This is an optimization exercise on Yosys and OpenROAD, whose aim is a short achievable clock period and few clock cycles per item, not a production implementation. In this exercise RTL edits were held to simulation tests only and were not proved equivalent to the original.

[flow/config.mk]
export PLATFORM = sky130hd
export DESIGN_NAME = dcache
export DESIGN_NICKNAME = dcache
export VERILOG_FILES = /design/flow/design.v
export SDC_FILE = /design/flow/constraint.sdc
export NUM_CORES = 4
export LEC_CHECK = 0
export CAP_MARGIN = 30
export CORE_MARGIN = 2
export CORE_UTILIZATION = 35
export SLEW_MARGIN = 20
[flow/constraint.sdc]
create_clock -name core_clock -period 12.0 [get_ports {CLK}]
set_input_delay 2.4000 -clock core_clock [delete_from_list [all_inputs] [get_ports {CLK}]]
set_output_delay 2.4000 -clock core_clock [all_outputs]
set_load 0.01 [all_outputs]
[flow/design.v]
module dcache_way #(
    parameter int SETS  = 8,
    parameter int IDX_W = 3,
    parameter int TAG_W = 26
) (
    input  logic             CLK,
    input  logic             nRST,
    input  logic [IDX_W-1:0] frame_idx,
    input  logic [TAG_W-1:0] req_tag,
    input  logic             we,
    input  logic             word_sel,
    input  logic [31:0]      wdata,
    input  logic [TAG_W-1:0] wtag,
    input  logic             set_valid,
    input  logic             valid_we,
    input  logic             set_dirty,
    input  logic             dirty_we,
    output logic             hit,
    output logic             valid,
    output logic             dirty,
    output logic [TAG_W-1:0] tag,
    output logic [31:0]      data0,
    output logic [31:0]      data1
);
    logic [SETS-1:0]            valid_q;
    logic [SETS-1:0]            dirty_q;
    logic [SETS-1:0][TAG_W-1:0] tag_q;
    logic [SETS-1:0][31:0]      data0_q;
    logic [SETS-1:0][31:0]      data1_q;
    always_ff @(posedge CLK, negedge nRST) begin
        if (!nRST) begin
            valid_q <= '0;
            dirty_q <= '0;
            tag_q   <= '0;
            data0_q <= '0;
            data1_q <= '0;
        end else begin
            if (valid_we) begin
                valid_q[frame_idx] <= set_valid;
                tag_q[frame_idx]   <= wtag;
            end
            if (dirty_we) begin
                dirty_q[frame_idx] <= set_dirty;
            end
            if (we && !word_sel) begin
                data0_q[frame_idx] <= wdata;
            end
            if (we && word_sel) begin
                data1_q[frame_idx] <= wdata;
            end
        end
    end
    assign valid = valid_q[frame_idx];
    assign dirty = dirty_q[frame_idx];
    assign tag   = tag_q[frame_idx];
    assign data0 = data0_q[frame_idx];
    assign data1 = data1_q[frame_idx];
    assign hit = valid && (tag == req_tag);
endmodule
module way_select #(
    parameter int TAG_W = 26
) (
    input  logic [1:0]         way_hit,
    input  logic [1:0]         way_valid,
    input  logic [1:0]         way_dirty,
    input  logic [TAG_W-1:0]   way_tag0,
    input  logic [TAG_W-1:0]   way_tag1,
    input  logic [31:0]        way0_data0,
    input  logic [31:0]        way0_data1,
    input  logic [31:0]        way1_data0,
    input  logic [31:0]        way1_data1,
    input  logic               blkoff,
    input  logic               victim_way,
    output logic               hit,
    output logic               hit_way,
    output logic [31:0]        load_word,
    output logic               victim_dirty,
    output logic [TAG_W-1:0]   victim_tag,
    output logic [31:0]        victim_data0,
    output logic [31:0]        victim_data1
);
    assign hit     = way_hit[0] || way_hit[1];
    assign hit_way = way_hit[1];
    assign load_word = hit_way ? (blkoff ? way1_data1 : way1_data0)
                               : (blkoff ? way0_data1 : way0_data0);
    assign victim_dirty = way_valid[victim_way] && way_dirty[victim_way];
    assign victim_tag   = victim_way ? way_tag1   : way_tag0;
    assign victim_data0 = victim_way ? way1_data0 : way0_data0;
    assign victim_data1 = victim_way ? way1_data1 : way0_data1;
endmodule
module dcache_ctrl #(
    parameter int SETS  = 8,
    parameter int IDX_W = 3,
    parameter int TAG_W = 26
) (
    input  logic             CLK,
    input  logic             nRST,
    input  logic             dmemREN,
    input  logic             dmemWEN,
    input  logic [31:0]      dmemaddr,
    input  logic [31:0]      dmemstore,
    input  logic             halt,
    input  logic             dwait,
    input  logic [31:0]      dload,
    input  logic             hit,
    input  logic             hit_way,
    input  logic             victim_dirty,
    input  logic [TAG_W-1:0] victim_tag,
    input  logic [31:0]      victim_data0,
    input  logic [31:0]      victim_data1,
    output logic             dhit,
    output logic             flushed,
    output logic             dREN,
    output logic             dWEN,
    output logic [31:0]      daddr,
    output logic [31:0]      dstore,
    output logic [IDX_W-1:0] frame_idx,
    output logic             victim_way,
    output logic [1:0]       way_we,
    output logic             word_sel,
    output logic [31:0]      wdata,
    output logic [TAG_W-1:0] wtag,
    output logic             set_valid,
    output logic [1:0]       valid_we,
    output logic             set_dirty,
    output logic [1:0]       dirty_we
);
    localparam logic [3:0] IDLE    = 4'd0;
    localparam logic [3:0] WB1     = 4'd1;
    localparam logic [3:0] WB2     = 4'd2;
    localparam logic [3:0] FILL1   = 4'd3;
    localparam logic [3:0] FILL2   = 4'd4;
    localparam logic [3:0] FSCAN   = 4'd5;
    localparam logic [3:0] FWB1    = 4'd6;
    localparam logic [3:0] FWB2    = 4'd7;
    localparam logic [3:0] FLUSHED = 4'd8;
    logic [3:0]       state, next_state;
    logic [SETS-1:0]  lru;
    logic             lru_we;
    logic             lru_val;
    logic [IDX_W:0]   flush_cnt;
    logic             cnt_inc;
    logic             n_dREN, n_dWEN;
    logic [31:0]      n_daddr, n_dstore;
    logic [TAG_W-1:0] req_tag;
    logic [IDX_W-1:0] req_idx;
    logic             req_off;
    logic             access;
    logic             done;
    logic             flushing;
    assign req_tag  = dmemaddr[31:32-TAG_W];
    assign req_idx  = dmemaddr[31-TAG_W:3];
    assign req_off  = dmemaddr[2];
    assign access   = dmemREN || dmemWEN;
    assign done     = (dREN || dWEN) && !dwait;
    assign flushing = (state == FSCAN) || (state == FWB1) || (state == FWB2);
    assign frame_idx  = flushing ? flush_cnt[IDX_W-1:0] : req_idx;
    assign victim_way = flushing ? flush_cnt[IDX_W] : lru[req_idx];
    assign dhit    = (state == IDLE) && !halt && access && hit;
    assign flushed = (state == FLUSHED);
    always_ff @(posedge CLK, negedge nRST) begin
        if (!nRST) begin
            state     <= IDLE;
            lru       <= '0;
            flush_cnt <= '0;
            dREN      <= 1'b0;
            dWEN      <= 1'b0;
            daddr     <= '0;
            dstore    <= '0;
        end else begin
            state <= next_state;
            if (lru_we) begin
                lru[req_idx] <= lru_val;
            end
            if (cnt_inc) begin
                flush_cnt <= flush_cnt + 1'b1;
            end
            dREN   <= n_dREN;
            dWEN   <= n_dWEN;
            daddr  <= n_daddr;
            dstore <= n_dstore;
        end
    end
    always_comb begin
        next_state = state;
        n_dREN    = dREN;
        n_dWEN    = dWEN;
        n_daddr   = daddr;
        n_dstore  = dstore;
        way_we    = '0;
        valid_we  = '0;
        dirty_we  = '0;
        word_sel  = req_off;
        wdata     = dmemstore;
        wtag      = req_tag;
        set_valid = 1'b0;
        set_dirty = 1'b0;
        lru_we    = 1'b0;
        lru_val   = 1'b0;
        cnt_inc   = 1'b0;
        case (state)
            IDLE: begin
                if (halt) begin
                    next_state = FSCAN;
                end else if (dhit) begin
                    lru_we  = 1'b1;
                    lru_val = ~hit_way;
                    if (dmemWEN) begin
                        way_we[hit_way]   = 1'b1;
                        dirty_we[hit_way] = 1'b1;
                        set_dirty         = 1'b1;
                    end
                end else if (access && victim_dirty) begin
                    n_dWEN     = 1'b1;
                    n_daddr    = {victim_tag, req_idx, 1'b0, 2'b00};
                    n_dstore   = victim_data0;
                    next_state = WB1;
                end else if (access) begin
                    n_dREN     = 1'b1;
                    n_daddr    = {req_tag, req_idx, req_off, 2'b00};
                    next_state = FILL1;
                end
            end
            WB1: begin
                if (done) begin
                    n_daddr    = {victim_tag, req_idx, 1'b1, 2'b00};
                    n_dstore   = victim_data1;
                    next_state = WB2;
                end
            end
            WB2: begin
                if (done) begin
                    n_dWEN     = 1'b0;
                    n_dREN     = 1'b1;
                    n_daddr    = {req_tag, req_idx, req_off, 2'b00};
                    next_state = FILL1;
                end
            end
            FILL1: begin
                if (done) begin
                    way_we[victim_way] = 1'b1;
                    wdata              = dload;
                    n_daddr            = {req_tag, req_idx, ~req_off, 2'b00};
                    next_state         = FILL2;
                end
            end
            FILL2: begin
                word_sel = ~req_off;
                if (done) begin
                    way_we[victim_way]   = 1'b1;
                    wdata                = dload;
                    valid_we[victim_way] = 1'b1;
                    set_valid            = 1'b1;
                    dirty_we[victim_way] = 1'b1;
                    set_dirty            = dmemWEN;
                    lru_we               = 1'b1;
                    lru_val              = ~victim_way;
                    n_dREN               = 1'b0;
                    next_state           = IDLE;
                end
            end
            FSCAN: begin
                if (victim_dirty) begin
                    n_dWEN     = 1'b1;
                    n_daddr    = {victim_tag, frame_idx, 1'b0, 2'b00};
                    n_dstore   = victim_data0;
                    next_state = FWB1;
                end else begin
                    valid_we[victim_way] = 1'b1;
                    dirty_we[victim_way] = 1'b1;
                    cnt_inc              = 1'b1;
                    if (flush_cnt == '1) begin
                        next_state = FLUSHED;
                    end
                end
            end
            FWB1: begin
                if (done) begin
                    n_daddr    = {victim_tag, frame_idx, 1'b1, 2'b00};
                    n_dstore   = victim_data1;
                    next_state = FWB2;
                end
            end
            FWB2: begin
                if (done) begin
                    n_dWEN               = 1'b0;
                    valid_we[victim_way] = 1'b1;
                    dirty_we[victim_way] = 1'b1;
                    cnt_inc              = 1'b1;
                    next_state           = (flush_cnt == '1) ? FLUSHED : FSCAN;
                end
            end
            FLUSHED: begin
                next_state = FLUSHED;
            end
            default: begin
                next_state = IDLE;
            end
        endcase
    end
endmodule
module dcache (
    input  logic        CLK,
    input  logic        nRST,
    input  logic        dmemREN,
    input  logic        dmemWEN,
    input  logic        halt,
    input  logic [31:0] dmemaddr,
    input  logic [31:0] dmemstore,
    output logic        dhit,
    output logic        flushed,
    output logic [31:0] dmemload,
    output logic        dREN,
    output logic        dWEN,
    output logic [31:0] daddr,
    output logic [31:0] dstore,
    input  logic        dwait,
    input  logic [31:0] dload
);
    localparam int SETS  = 8;
    localparam int IDX_W = 3;
    localparam int TAG_W = 26;
    logic [IDX_W-1:0] frame_idx;
    logic             victim_way;
    logic [1:0]       way_we;
    logic             word_sel;
    logic [31:0]      wdata;
    logic [TAG_W-1:0] wtag;
    logic             set_valid;
    logic [1:0]       valid_we;
    logic             set_dirty;
    logic [1:0]       dirty_we;
    logic [1:0]       way_hit;
    logic [1:0]       way_valid;
    logic [1:0]       way_dirty;
    logic [TAG_W-1:0] way_tag [2];
    logic [31:0]      way_data0 [2];
    logic [31:0]      way_data1 [2];
    logic             hit;
    logic             hit_way;
    logic             victim_dirty;
    logic [TAG_W-1:0] victim_tag;
    logic [31:0]      victim_data0;
    logic [31:0]      victim_data1;
    dcache_ctrl #(.SETS(SETS), .IDX_W(IDX_W), .TAG_W(TAG_W)) u_ctrl (
        .CLK, .nRST, .dmemREN, .dmemWEN, .dmemaddr, .dmemstore, .halt,
        .dwait, .dload, .hit, .hit_way, .victim_dirty, .victim_tag,
        .victim_data0, .victim_data1, .dhit, .flushed, .dREN, .dWEN,
        .daddr, .dstore, .frame_idx, .victim_way, .way_we, .word_sel,
        .wdata, .wtag, .set_valid, .valid_we, .set_dirty, .dirty_we
    );
    for (genvar w = 0; w < 2; w++) begin : g_way
        dcache_way #(.SETS(SETS), .IDX_W(IDX_W), .TAG_W(TAG_W)) u_way (
            .CLK, .nRST, .frame_idx, .req_tag(dmemaddr[31:32-TAG_W]),
            .we(way_we[w]), .word_sel, .wdata, .wtag,
            .set_valid, .valid_we(valid_we[w]), .set_dirty, .dirty_we(dirty_we[w]),
            .hit(way_hit[w]), .valid(way_valid[w]), .dirty(way_dirty[w]),
            .tag(way_tag[w]), .data0(way_data0[w]), .data1(way_data1[w])
        );
    end
    way_select #(.TAG_W(TAG_W)) u_sel (
        .way_hit, .way_valid, .way_dirty,
        .way_tag0(way_tag[0]), .way_tag1(way_tag[1]),
        .way0_data0(way_data0[0]), .way0_data1(way_data1[0]),
        .way1_data0(way_data0[1]), .way1_data1(way_data1[1]),
        .blkoff(dmemaddr[2]), .victim_way, .hit, .hit_way,
        .load_word(dmemload), .victim_dirty, .victim_tag, .victim_data0, .victim_data1
    );
endmodule
[flow/run.sh]
#!/bin/bash
# synth_recipe.tcl (not shown) runs the flow's synth.tcl, then flattens the netlist and writes it again
# the make line also repeats each setting of config.mk as NAME=value (left out here)
make -C /OpenROAD-flow-scripts/flow DESIGN_CONFIG=/design/flow/config.mk WORK_HOME=/design/flow/orfs CLKGATE_MAP_FILE= SYNTH_SCRIPT=/design/flow/synth_recipe.tcl finish
==> metrics.cfg <==
[outcome]
status=complete, no violations

[critical_path]
reg2reg_slack_ns=3.39
critical_path_required_ns=9.60
startpoint_type=input pin
timing.rr.end=g_way[1].u_way.tag_q[164]
slowest_stage=clkdlybuf4s50_1
cpPeakStageDelay_ns=1.04
cp-end-kind=output pin
worstPathArrival_ns=8.99
timing.rr.start=u_ctrl.state[2]
path_max_fanout=37
reg2reg_depth=18
critPathKind=input pin to output pin
path_cells=clkdlybuf4s50_1, nor2b_1, o21ai_2, nand2_1, buf_12, o211ai_1, and4_1, a211oi_1, buf_4, nand4_1, nor4_4, buf_12, mux4_2, clkdlybuf4s50_1

[logic_synthesis]
syn_area_sq_um=80600
synth_seq_cells=1552
synth_edf_count=0
async_flop_share_pct=100
synth_cells=8705
ys.flop_type=dfrtp_1
synth_top_area_share_pct=48.2
synth_largest_area_cell=dfrtp_1
synthDistinctLibCells=93
yosysWarnings=6
syn_avg_cell_area_sq_um=9.25
synth_area_leaders=dfrtp_1, a22o_1, nand2_1
yosysSeqAreaShare_pct=48.2

[timing]
min_period_ns=11.39
finalHoldViolations=0
setup_violations=0
tns_ns=0
slew_violations=0
worst_pin_slew_ns=1.35
period_share_pct=94.9
rsz0062_at_grt=no
max_freq_ghz=0.0878
slew_headroom_pct=9.80
finalClockSkew_ns=0.0775

[routing]
ant_nets=0
via_per_inst=6.53
drt_first_pass_iters=9
route.vias.total=76700
drt_iter0_drc=11000
totalWireLength_mm=391
drcViolationCount=0
wl_per_cell_microns=33.3

[place]
place_area_sq_um=86600
place.gp.congestion=1.04
port_buffers=197
post-dp-hpwl_mm=248

[final_layout]
final_common_cell=dfrtp_1
drive_above_1_share_pct=11.3
fin_area_sq_um=92700
fin_nets=8699
area_growth_pct=15.1
final_cell_mix=dfrtp_1, nand2_1, o21ai_0

[clock_network]
root_buffer=clkbuf_16
numCtsBuffers=172
cts_setup_buffers=0
clock_latency_ns=0.86
ctsResizeCount=0
cts-hold-fix-buffers=0
cts_tree=built
htree_levels=4
clockBufferDepth=3
clkTransAtPathRegs_ns=0.06
clock_sinks=1552

[global_route]
grt_max_degree=184
grt_antenna_before_repair=19
grt_pass1_vias=72400
grt_pass1_wl_mm=555
overflow=0
grt_util_all_layers_pct=32.5

[worst_hold_path]
min_from=g_way[0].u_way.tag_q[151]
whs_path_depth=1
hold_class=register to register
whs_endpoint=g_way[0].u_way.tag_q[151]

[floorplanning]
pin_count=202
die_w_microns=484
start_util_pct=35.1
dieArea_sq_um=234000
coreArea_sq_um=229000
die-height_microns=484
fp-row-count=176

[run]
cap_violations=0

==> state kept, by name, indices dropped and copies added (netlist names) <==
signal	flops
g_way.u_way.dirty_q	16
g_way.u_way.valid_q	16
g_way.u_way.tag_q	416
u_ctrl.dstore	32
u_ctrl.state	4
u_ctrl.dREN	1
u_ctrl.dWEN	1
g_way.u_way.data1_q	512
u_ctrl.lru	8
u_ctrl.daddr	30
g_way.u_way.data0_q	512
u_ctrl.flush_cnt	4
==> logic make-up (layout without fill, tap and decap cells) <==
group / count (synthesis) / in the layout / synth area share, %
AND/OR/NAND/NOR: 2976 / 2976 / 16.6
AO/OA/AOI/OAI: 2809 / 2809 / 24.5
flip-flops: 1552 / 1552 / 48.2
buffers and inverters: 1002 / 1018 / 5.12
multiplexers: 315 / 315 / 4.92
XOR/XNOR: 34 / 34 / 0.370
adder cells (fa/ha/maj): 16 / 16 / 0.258
other: 1 / 7 / 0.00465
==> cell usage after synthesis (13+ instances only) <==
cell type and count:
a221oi_1 17, mux4_2 53, or3_1 16, nor3_1 110, a22o_1 929, nor4_1 23, and3_1 38, dfrtp_1 1552
inv_1 137, nand2b_1 113, o22ai_1 120, buf_4 15, a21o_1 17, buf_1 81, nor2_1 247, nand2_1 1470
a211oi_1 76, or4_1 13, nand3_1 816, xor2_1 13, a21oi_1 151, o21ai_0 948, o31ai_1 20, nand4_1 33
buf_2 246, mux2_2 115, mux2i_1 144, xnor2_1 21, a31oi_1 45, o2bb2ai_1 150, a311oi_1 33, o22a_1 22
clkbuf_1 518, and4_1 21, o211ai_1 80, a22oi_1 71, ha_1 15
==> final cells by class <==
cell class / instances / area (sq um)
Clock inverter: 64 / 1020
Clock buffer: 251 / 4990
Timing Repair Buffer: 562 / 5230
Multi-Input combinational cell: 6152 / 38300
Inverter: 141 / 552
Sequential cell: 1552 / 38800
Antenna cell: 5 / 12.5
Tap cell: 3026 / 3790
Fill cell: 22400 / 137000
==> metrics by stage <==
stage	worst slack, ns	std cells	hold WS, ns	util, %
6_report	0.609	11800	0.486	40.4
5_1_grt	0.745	11700	0.497	40.4
4_1_cts	0.850	11700	0.490	40.3
3_5_place_dp	0.862	11400	0.473	37.7
3_3_place_gp	0.832	11400	0.468	37.6
2_1_floorplan	3.17	8706	0.450	-
==> worst max path at each step <==
| stage | startpoint | end | slack [ns] |
|---|---|---|---|
| after floorplan | dmemaddr[3] | g_way[1].u_way.tag_q[200] | 3.17 |
| after global placement | dmemaddr[5] | dmemload[28] | 0.83 |
| after detailed placement | dmemaddr[5] | dmemload[28] | 0.86 |
| after CTS | dmemaddr[5] | dmemload[28] | 0.85 |
| after global routing | dmemaddr[5] | dmemload[28] | 0.75 |
| final | dmemaddr[5] | dmemload[28] | 0.61 |
==> worst max-delay path, delay by kind of cell <==
kind	cells	cell delay (ns)
compound gates	3	1.17
mux	1	0.75
simple gates	5	2.06
buf+inv	5	2.51
==> routing by layer <==
metal / routed length [microns] / global-route usage, %
met4: 23800 / 16.9
met1: 159000 / 44.9
met3: 47400 / 9.76
met5: 114 / 0
met2: 161000 / 45.6
Testbench counts, summed over its fixed seeds: cycles 23,368, accesses 4,800.

-- re-timing with driven ports --
In the flow no input, the clock included, has a driving cell. The finished layout below was timed again as built, in two steps. Step 1 assumes that a clkbuf_16 drives the clock port and a buf_2 every other input. Step 2 moves the port delays by t, midway between the first and last clock arrival at a register: inputs arrive t later, outputs are due t later. That takes back most of the time a late clock gives input paths. Slacks: ideal / step 1 / step 2; pairs: ideal / step 1.
t, ns: 0.917
setup slack, ns: 0.609 / 0.587 / 0.587
clock arrival spread, ns: 0.079 / 0.079
worst data-port slew with drivers (ns): 0.09
After both steps this run still meets setup and hold. The setup slack of this run moves by -0.022 ns with the drivers and by -0.022 ns with both steps.
